What follows belongs to an exercise in optimizing a design on an open flow for small area, a short achievable clock period and few clock cycles per item; a production flow would make more cautious choices.
In this exercise RTL edits were held to simulation tests only and were not proved equivalent to the original.
Power is estimated from default activity; no workload was simulated.

## design.v

```verilog
package ufta_pkg;
  localparam int unsigned CfgIdxW = 2;
  localparam int unsigned EvW     = 2;
  typedef enum logic [CfgIdxW-1:0] {
    CFG_HALF_TIMEOUT  = 2'd0,
    CFG_FULL_TIMEOUT  = 2'd1,
    CFG_CHECK_INTERVAL = 2'd2
  } cfg_idx_t;
  typedef enum logic [EvW-1:0] {
    EV_DELETED   = 2'd0,
    EV_CREATED   = 2'd1,
    EV_PROCESSED = 2'd2,
    EV_TABLE_FULL = 2'd3
  } event_t;
  typedef struct packed {
    logic load;
    logic check;
    logic scan;
    logic match;
    logic rev;
    logic flush;
  } cmd_t;
  typedef struct packed {
    logic due;
    logic udp;
    logic scan_last;
    logic hit;
    logic free;
  } sts_t;
  typedef struct packed {
    logic [EvW-1:0] ev;
    logic [31:0]    sip;
    logic [15:0]    sp;
    logic [31:0]    dip;
    logic [15:0]    dp;
    logic           full;
    logic [31:0]    tm;
  } res_t;
endpackage
module ufta_ctrl (
  input  logic          clk,
  input  logic          rst_n,
  input  logic          start,
  input  ufta_pkg::sts_t sts,
  output ufta_pkg::cmd_t cmd,
  output logic          busy
);
  typedef enum logic [5:0] {
    S_IDLE  = 6'b000001,
    S_CHECK = 6'b000010,
    S_SCAN  = 6'b000100,
    S_MATCH = 6'b001000,
    S_REV   = 6'b010000,
    S_FLUSH = 6'b100000
  } state_t;
  state_t state_r, state_nxt;
  always_ff @(posedge clk) begin
    if (!rst_n) state_r <= S_IDLE;
    else        state_r <= state_nxt;
  end
  assign busy = (state_r != S_IDLE);
  always_comb begin
    cmd       = '0;
    state_nxt = state_r;
    unique case (state_r)
      S_IDLE: begin
        if (start) begin
          cmd.load  = 1'b1;
          state_nxt = S_CHECK;
        end
      end
      S_CHECK: begin
        cmd.check = 1'b1;
        if (sts.due)      state_nxt = S_SCAN;
        else if (sts.udp) state_nxt = S_MATCH;
        else              state_nxt = S_FLUSH;
      end
      S_SCAN: begin
        cmd.scan = 1'b1;
        if (sts.scan_last) state_nxt = sts.udp ? S_MATCH : S_FLUSH;
      end
      S_MATCH: begin
        cmd.match = 1'b1;
        state_nxt = (sts.hit || !sts.free) ? S_FLUSH : S_REV;
      end
      S_REV: begin
        cmd.rev   = 1'b1;
        state_nxt = S_FLUSH;
      end
      S_FLUSH: begin
        cmd.flush = 1'b1;
        state_nxt = S_IDLE;
      end
      default: state_nxt = S_IDLE;
    endcase
  end
endmodule
module ufta_dp #(
  parameter int unsigned TABLE_DEPTH = 16,
  parameter int unsigned TIME_BITS   = 32
) (
  input  logic                              clk,
  input  logic                              rst_n,
  input  ufta_pkg::cmd_t                    cmd,
  output ufta_pkg::sts_t                    sts,
  input  logic                              cfg_valid,
  input  logic [ufta_pkg::CfgIdxW-1:0]      cfg_index,
  input  logic [31:0]                       cfg_data,
  input  logic                              in_is_udp,
  input  logic [31:0]                       in_src_ip,
  input  logic [15:0]                       in_src_port,
  input  logic [31:0]                       in_dst_ip,
  input  logic [15:0]                       in_dst_port,
  input  logic [31:0]                       in_time_sec,
  output logic                              out_valid,
  output logic [ufta_pkg::EvW-1:0]          out_event_res,
  output logic [31:0]                       out_flow_src_ip,
  output logic [15:0]                       out_flow_src_port,
  output logic [31:0]                       out_flow_dst_ip,
  output logic [15:0]                       out_flow_dst_port,
  output logic                              out_flow_full,
  output logic [31:0]                       out_flow_time,
  output logic                              out_last
);
  localparam int unsigned IW = (TABLE_DEPTH > 1) ? $clog2(TABLE_DEPTH) : 1;
  localparam int unsigned CW = (TIME_BITS > 32) ? TIME_BITS : 32;
  localparam logic [IW-1:0] LastIdx = IW'(TABLE_DEPTH - 1);
  logic [31:0] half_to_r, full_to_r, chk_int_r;
  logic [TIME_BITS-1:0] last_chk_r;
  logic                 udp_r;
  logic [31:0]          sip_r, dip_r;
  logic [15:0]          sp_r, dp_r;
  logic [TIME_BITS-1:0] now_r;
  logic [TABLE_DEPTH-1:0] valid_r;
  logic [31:0]            e_sip [TABLE_DEPTH];
  logic [15:0]            e_sp  [TABLE_DEPTH];
  logic [31:0]            e_dip [TABLE_DEPTH];
  logic [15:0]            e_dp  [TABLE_DEPTH];
  logic                   e_full[TABLE_DEPTH];
  logic [TIME_BITS-1:0]   e_time[TABLE_DEPTH];
  logic [IW-1:0] idx_r, slot_r;
  logic          pend_v_r;
  ufta_pkg::res_t          pend_r;
  logic [TABLE_DEPTH-1:0] fwd_m, rev_m;
  logic [IW-1:0] hit_idx, free_idx, rev_idx;
  logic hit, free, rev_hit;
  always_comb begin
    for (int i = 0; i < TABLE_DEPTH; i++) begin
      fwd_m[i] = valid_r[i] && e_sip[i] == sip_r && e_sp[i] == sp_r &&
                 e_dip[i] == dip_r && e_dp[i] == dp_r;
      rev_m[i] = valid_r[i] && e_sip[i] == dip_r && e_sp[i] == dp_r &&
                 e_dip[i] == sip_r && e_dp[i] == sp_r;
    end
  end
  always_comb begin
    hit_idx  = '0;
    free_idx = '0;
    rev_idx  = '0;
    for (int i = TABLE_DEPTH - 1; i >= 0; i--) begin
      if (fwd_m[i])    hit_idx  = IW'(i);
      if (!valid_r[i]) free_idx = IW'(i);
      if (rev_m[i])    rev_idx  = IW'(i);
    end
  end
  assign hit     = |fwd_m;
  assign free    = ~&valid_r;
  assign rev_hit = |rev_m;
  logic [TIME_BITS-1:0] since_chk, idle;
  logic [31:0]          limit;
  logic                 due, expire;
  assign since_chk = now_r - last_chk_r;
  assign due       = (chk_int_r != '0) && (CW'(since_chk) >= CW'(chk_int_r));
  assign idle      = now_r - e_time[idx_r];
  assign limit     = e_full[idx_r] ? full_to_r : half_to_r;
  assign expire    = valid_r[idx_r] && (CW'(idle) >= CW'(limit));
  assign sts.due       = due;
  assign sts.udp       = udp_r;
  assign sts.scan_last = (idx_r == LastIdx);
  assign sts.hit       = hit;
  assign sts.free      = free;
  logic push;
  ufta_pkg::res_t push_d;
  always_comb begin
    push   = 1'b0;
    push_d.ev   = ufta_pkg::EV_PROCESSED;
    push_d.sip  = sip_r;
    push_d.sp   = sp_r;
    push_d.dip  = dip_r;
    push_d.dp   = dp_r;
    push_d.full = 1'b0;
    push_d.tm   = 32'(now_r);
    if (cmd.scan) begin
      push   = expire;
      push_d.ev   = ufta_pkg::EV_DELETED;
      push_d.sip  = e_sip[idx_r];
      push_d.sp   = e_sp[idx_r];
      push_d.dip  = e_dip[idx_r];
      push_d.dp   = e_dp[idx_r];
      push_d.full = e_full[idx_r];
      push_d.tm   = 32'(e_time[idx_r]);
    end else if (cmd.match) begin
      push = 1'b1;
      if (hit) begin
        push_d.ev   = ufta_pkg::EV_PROCESSED;
        push_d.full = e_full[hit_idx];
      end else if (free) begin
        push_d.ev = ufta_pkg::EV_CREATED;
      end else begin
        push_d.ev = ufta_pkg::EV_TABLE_FULL;
      end
    end else if (cmd.rev) begin
      push        = 1'b1;
      push_d.ev   = ufta_pkg::EV_PROCESSED;
      push_d.full = rev_hit;
    end
  end
  always_ff @(posedge clk) begin
    if (!rst_n) begin
      half_to_r  <= 32'd60;
      full_to_r  <= 32'd180;
      chk_int_r  <= 32'd1;
      last_chk_r <= '0;
      valid_r    <= '0;
      pend_v_r   <= 1'b0;
      out_valid  <= 1'b0;
    end else begin
      out_valid <= 1'b0;
      if (cfg_valid) begin
        unique case (cfg_index)
          ufta_pkg::CFG_HALF_TIMEOUT:   half_to_r <= cfg_data;
          ufta_pkg::CFG_FULL_TIMEOUT:   full_to_r <= cfg_data;
          ufta_pkg::CFG_CHECK_INTERVAL: chk_int_r <= cfg_data;
          default: ;
        endcase
      end
      if (cmd.scan) begin
        if (expire) valid_r[idx_r] <= 1'b0;
        if (idx_r == LastIdx) last_chk_r <= now_r;
      end
      if (cmd.match && !hit && free) valid_r[free_idx] <= 1'b1;
      if (push) begin
        pend_v_r <= 1'b1;
        if (pend_v_r) out_valid <= 1'b1;
      end
      if (cmd.flush) begin
        pend_v_r <= 1'b0;
        if (pend_v_r) out_valid <= 1'b1;
      end
    end
  end
  always_ff @(posedge clk) begin
    if (cmd.load) begin
      udp_r <= in_is_udp;
      sip_r <= in_src_ip;
      sp_r  <= in_src_port;
      dip_r <= in_dst_ip;
      dp_r  <= in_dst_port;
      now_r <= TIME_BITS'(in_time_sec);
    end
    if (cmd.check) idx_r <= '0;
    else if (cmd.scan) idx_r <= idx_r + IW'(1);
    if (cmd.match) begin
      slot_r <= free_idx;
      if (hit) begin
        e_time[hit_idx] <= now_r;
      end else if (free) begin
        e_sip[free_idx]  <= sip_r;
        e_sp[free_idx]   <= sp_r;
        e_dip[free_idx]  <= dip_r;
        e_dp[free_idx]   <= dp_r;
        e_full[free_idx] <= 1'b0;
        e_time[free_idx] <= now_r;
      end
    end
    if (cmd.rev && rev_hit) begin
      e_full[slot_r]  <= 1'b1;
      e_full[rev_idx] <= 1'b1;
    end
    if (push) pend_r <= push_d;
    if ((push || cmd.flush) && pend_v_r) begin
      out_event_res     <= pend_r.ev;
      out_flow_src_ip   <= pend_r.sip;
      out_flow_src_port <= pend_r.sp;
      out_flow_dst_ip   <= pend_r.dip;
      out_flow_dst_port <= pend_r.dp;
      out_flow_full     <= pend_r.full;
      out_flow_time     <= pend_r.tm;
      out_last          <= cmd.flush;
    end
  end
endmodule
module udp_flow_table_with_aging #(
  parameter int unsigned TABLE_DEPTH = 16,
  parameter int unsigned TIME_BITS   = 32
) (
  input  logic                         clk,
  input  logic                         rst_n,
  input  logic                         start,
  output logic                         busy,
  input  logic                         in_is_udp,
  input  logic [31:0]                  in_src_ip,
  input  logic [15:0]                  in_src_port,
  input  logic [31:0]                  in_dst_ip,
  input  logic [15:0]                  in_dst_port,
  input  logic [31:0]                  in_time_sec,
  input  logic                         cfg_valid,
  output logic                         cfg_ready,
  input  logic [ufta_pkg::CfgIdxW-1:0] cfg_index,
  input  logic [31:0]                  cfg_data,
  output logic                         out_valid,
  output logic [ufta_pkg::EvW-1:0]     out_event_res,
  output logic [31:0]                  out_flow_src_ip,
  output logic [15:0]                  out_flow_src_port,
  output logic [31:0]                  out_flow_dst_ip,
  output logic [15:0]                  out_flow_dst_port,
  output logic                         out_flow_full,
  output logic [31:0]                  out_flow_time,
  output logic                         out_last
);
  ufta_pkg::cmd_t cmd;
  ufta_pkg::sts_t sts;
  assign cfg_ready = 1'b1;
  ufta_ctrl u_ctrl (
    .clk   (clk),
    .rst_n (rst_n),
    .start (start),
    .sts   (sts),
    .cmd   (cmd),
    .busy  (busy)
  );
  ufta_dp #(
    .TABLE_DEPTH (TABLE_DEPTH),
    .TIME_BITS   (TIME_BITS)
  ) u_dp (
    .clk               (clk),
    .rst_n             (rst_n),
    .cmd               (cmd),
    .sts               (sts),
    .cfg_valid         (cfg_valid),
    .cfg_index         (cfg_index),
    .cfg_data          (cfg_data),
    .in_is_udp         (in_is_udp),
    .in_src_ip         (in_src_ip),
    .in_src_port       (in_src_port),
    .in_dst_ip         (in_dst_ip),
    .in_dst_port       (in_dst_port),
    .in_time_sec       (in_time_sec),
    .out_valid         (out_valid),
    .out_event_res     (out_event_res),
    .out_flow_src_ip   (out_flow_src_ip),
    .out_flow_src_port (out_flow_src_port),
    .out_flow_dst_ip   (out_flow_dst_ip),
    .out_flow_dst_port (out_flow_dst_port),
    .out_flow_full     (out_flow_full),
    .out_flow_time     (out_flow_time),
    .out_last          (out_last)
  );
endmodule
```

## run.sh

```bash
#!/bin/bash
# synth_recipe.tcl (not shown) runs the flow's synth.tcl, then flattens the netlist and writes it again
# the make line also repeats each setting of config.mk as NAME=value (left out here)
make -C /OpenROAD-flow-scripts/flow DESIGN_CONFIG=/design/flow/config.mk WORK_HOME=/design/flow/orfs CLKGATE_MAP_FILE= SYNTH_SCRIPT=/design/flow/synth_recipe.tcl finish
```

## config.mk

```make
export PLATFORM = sky130hd
export DESIGN_NAME = udp_flow_table_with_aging
export DESIGN_NICKNAME = udp_flow_table_with_aging
export VERILOG_FILES = /design/flow/design.v
export SDC_FILE = /design/flow/constraint.sdc
export NUM_CORES = 4
export LEC_CHECK = 0
export CAP_MARGIN = 20
export CORE_MARGIN = 2
export CORE_UTILIZATION = 25
export SLEW_MARGIN = 20
```

## constraint.sdc

```tcl
create_clock -name core_clock -period 10.0 [get_ports {clk}]
set_input_delay 2.0000 -clock core_clock [delete_from_list [all_inputs] [get_ports {clk}]]
set_output_delay 2.0000 -clock core_clock [all_outputs]
set_load 0.01 [all_outputs]
```

==> run summary <==
status=no timing/DRC/antenna violations; core footprint=0.561 mm^2; number of flops mapped to enable cells by yosys=around 2400; Hold Fails Final Rpt=0; Max IR drop VDD=148 uV; cts repair resizes=0; minimum clock period=~8.6 ns; mapped cell area=between 0.1 and 0.15 mm^2; DRT Wirelength=between 1000000 and 1500000 um; Setup crit end kind=flip-flop; Area Growth Syn to Fin=21.0%; HP Class=reg -> reg; CP max-delay cell=dfxtp_4; drt wl/cell=68.3 um; Setup TNS=0 ns; TritonRoute pass-1 iters=8; Rows=around 280; global-route wire length before repair=1580000 um; Filler Cells Inserted=56568; initial antenna violation count=525; crit path DAT=9.35 ns; Starting DRT DRC Count=26523; Post-CTS Setup Inserts=0; vias per cell=6.74; critical-path maximum fanout=29; Clk Latency, worst-skew pair=1.13 ns; Critical Path RT=10.73 ns; fmax=~120 MHz; DPL Wire Length=1010000 um; antenna-violating nets left=0; GRT overflow=0; R2R setup slack=1.38 ns; Starting Density=0.251; vias in the first global route=111355; Buffers on Ports=300; drc violations=0; Final Power=between 30000 and 40000 uW; Syn Area/Cell=13.5 um^2; Max Root-Sink Buffers=4; Layout Nets=11524; number of synthesized register bits=2620; worst slew pin tran=approximately 1.4 ns; TritonCTS Buffers=340; Syn Inst Count=10422; CTS sink count=around 2600; ys async rst share=0; Root Buffer=clkbuf_16; crit share post-route=0.862; GRT Resource Usage Total=0.449; Via Count=between 100k and 150k; CTS clk-pin slew, worst paths=0.06 ns; max-cap viol count=0; Top FF cell, synth=edfxtp_1; PwrDens=approximately 180 mW/mm^2; Boundary Pins=302; final setup fails=0; post-synthesis sequential area ratio=0.547; Slew headroom=0.0821; Worst setup SP type=flip-flop; Die Wd=754 um; Post-CTS Hold Buffers=0; Net Count, Synth=about 11000; leak pwr=around 0.051 uW; most frequent cell on the critical path=a21oi_1; RSZ-0062 raised after global routing=no; Crit Path Category=reg -> reg; Worst path max stage delay=0.78 ns; Setup Skew=0.102 ns; Ys Warns=2; synth unique cells=roughly 100; Final GP Congestion=1.11; Die Y=754 um; Final Max Tran Viols=0; layout cells sized above 1=0.188; TritonCTS clock tree=built; die area=0.569 mm^2; # H-tree levels=5; largest net degree at the start of global routing=103
report_power, final:
| part | switching, uW | internal, uW | leakage [uW] |
|---|---|---|---|
| sequential | 135 | 12100 | 0.0235 |
| clock | 5800 | 7220 | 0.00543 |
| combinational | 4290 | 1530 | 0.0226 |
logic make-up (layout without fill, tap and decap cells):
logic type,count (synthesis),in the layout,share of synthesized area
DFF,2620,2620,0.547
and+or+nand+nor,2513,2513,0.100
xor gates and xnor gates,1940,1940,0.121
muxes,710,710,0.108
AOI/OAI and AO/OA,1495,1495,0.0777
buffers and inverters,1005,2083,0.0348
other,1,441,0.0000266
adders and majority gates,138,138,0.0124
worst max-delay path: cells and delay by family (launching register included):
kind / cells / cell delay [ns]
AOI/OAI and AO/OA: 16 / 3.90
muxes: 2 / 1.09
buffers and inverters: 3 / 0.82
DFF: 1 / 0.78
adders and majority gates: 3 / 0.73
and+or+nand+nor: 4 / 0.64
xor gates and xnor gates: 1 / 0.16
metal layers:
metal / vias up / wire length [um] / GRT usage
met4: 124 / 107000 / 0.309
met5: - / 868 / 0.000337
met2: 14490 / 506000 / 0.583
met3: 3722 / 188000 / 0.229
li1: 42458 / - / -
met1: 70154 / 523000 / 0.569
cells in the mapped netlist (180+ instances only):
master | number | share of area
edfxtp_1 | 2444 | 0.52
xnor2_1 | 1494 | 0.093
nand2b_1 | 668 | 0.030
mux4_2 | 645 | 0.10
nand2_1 | 506 | 0.013
nand4_1 | 461 | 0.020
xor2_1 | 446 | 0.028
nor4_1 | 359 | 0.016
inv_1 | 305 | 0.0081
o22ai_1 | 276 | 0.012
o2111ai_1 | 221 | 0.014
clkbuf_1 | 209 | 0.0056
a21oi_1 | 196 | 0.0070
buf_2 | 195 | 0.0069
o21ai_0 | 180 | 0.0064
sequential cells by signal (all words and copies together), names as in the netlist, 32 cells and up, named ones only:
name	count
u_dp.full_to_r	32
u_dp.last_chk_r	32
u_dp.out_flow_time	32
u_dp.out_flow_dst_ip	32
u_dp.now_r	32
u_dp.sip_r	32
u_dp.dip_r	32
u_dp.e_dp	256
u_dp.half_to_r	32
u_dp.e_sp	256
u_dp.e_sip	512
u_dp.chk_int_r	32
u_dp.out_flow_src_ip	32
u_dp.e_time	512
u_dp.e_dip	512
u_dp.pend_r	131
layout make-up:
| type | count | area (um^2) | share of cell area |
|---|---|---|---|
| flip-flops and latches | 2620 | 76900 | 0.452 |
| multi-input cells | 6797 | 59500 | 0.349 |
| repair buffers | 1099 | 10700 | 0.0629 |
| well taps | 7479 | 9360 | 0.0550 |
| clock buffers | 418 | 8910 | 0.0523 |
| clock inverters | 205 | 2340 | 0.0137 |
| inverters | 361 | 1410 | 0.00828 |
| diodes | 440 | 1100 | 0.00647 |
layout by cell type, fill, tap and decap left out, types with 69 or more instances in the layout:
master and count:
nor3_1 72, clkinv_2 79, nor2b_1 76, o21ai_0 169, a21oi_1 196, o2bb2ai_1 129
inv_1 284, mux4_2 645, ha_1 136, clkdlybuf4s50_1 300, xnor2_1 1494, nand2b_1 668
buf_12 128, nor2_1 137, clkbuf_16 341, dfxtp_1 172, nand4_1 461, diode_2 440
xor2_1 446, nor4_1 328, o22ai_1 276, o2111ai_1 221, nand2_1 506, nand3_1 69
edfxtp_1 2444, a22o_1 136, buf_4 663
metrics by stage:
stage	cells	hold WS (ns)	utilization	setup WS (ns)	cell area (um^2)
floorplan	10422	0.400	-	0.454	141000
global placement	18345	0.401	0.281	1.11	158000
detailed placement	18354	0.405	0.281	1.32	158000
CTS	18977	0.364	0.301	1.26	169000
global route	19045	0.389	0.302	0.861	169000
finish	19419	0.376	0.304	1.38	170000
final timing paths:
path | from | to | cells after the start
setup / recovery | flip-flop | u_dp.out_flow_src_port[13] | 29
hold / removal | u_dp.pend_r[89] | u_dp.out_flow_src_port[8] | 0
setup reg to reg | flip-flop | u_dp.out_flow_src_port[13] | 29
hold reg to reg | u_dp.pend_r[89] | u_dp.out_flow_src_port[8] | 0
Testbench counts, summed over its fixed seeds: cycles 95,498, packets 16,000.

## re-timing with driven ports
In the flow no input, the clock included, has a driving cell. The finished layout below was timed again as built, in two steps.
Step 1 sets driving cells, clkbuf_16 on the clock port and buf_2 on the other inputs (assumed; they add their load-dependent delay and slew).
Step 2 also shifts input and output timing later by t, the mid clock arrival at the registers, as if the neighbouring blocks saw the same clock.
Three values: ideal, step 1, step 2; two values: the first two.
t (ns): 1.167
slack for setup (ns): 1.377 / 1.377 / 1.377
hold WS [ns]: 0.376 / 0.376 / 0.376
latest minus earliest clock arrival (ns): 0.109 / 0.109
pins driven straight from the clock port: 1
After both steps this run still meets setup and hold. The setup slack of this run moves by 0.000 ns with the drivers and by 0.000 ns with both steps.
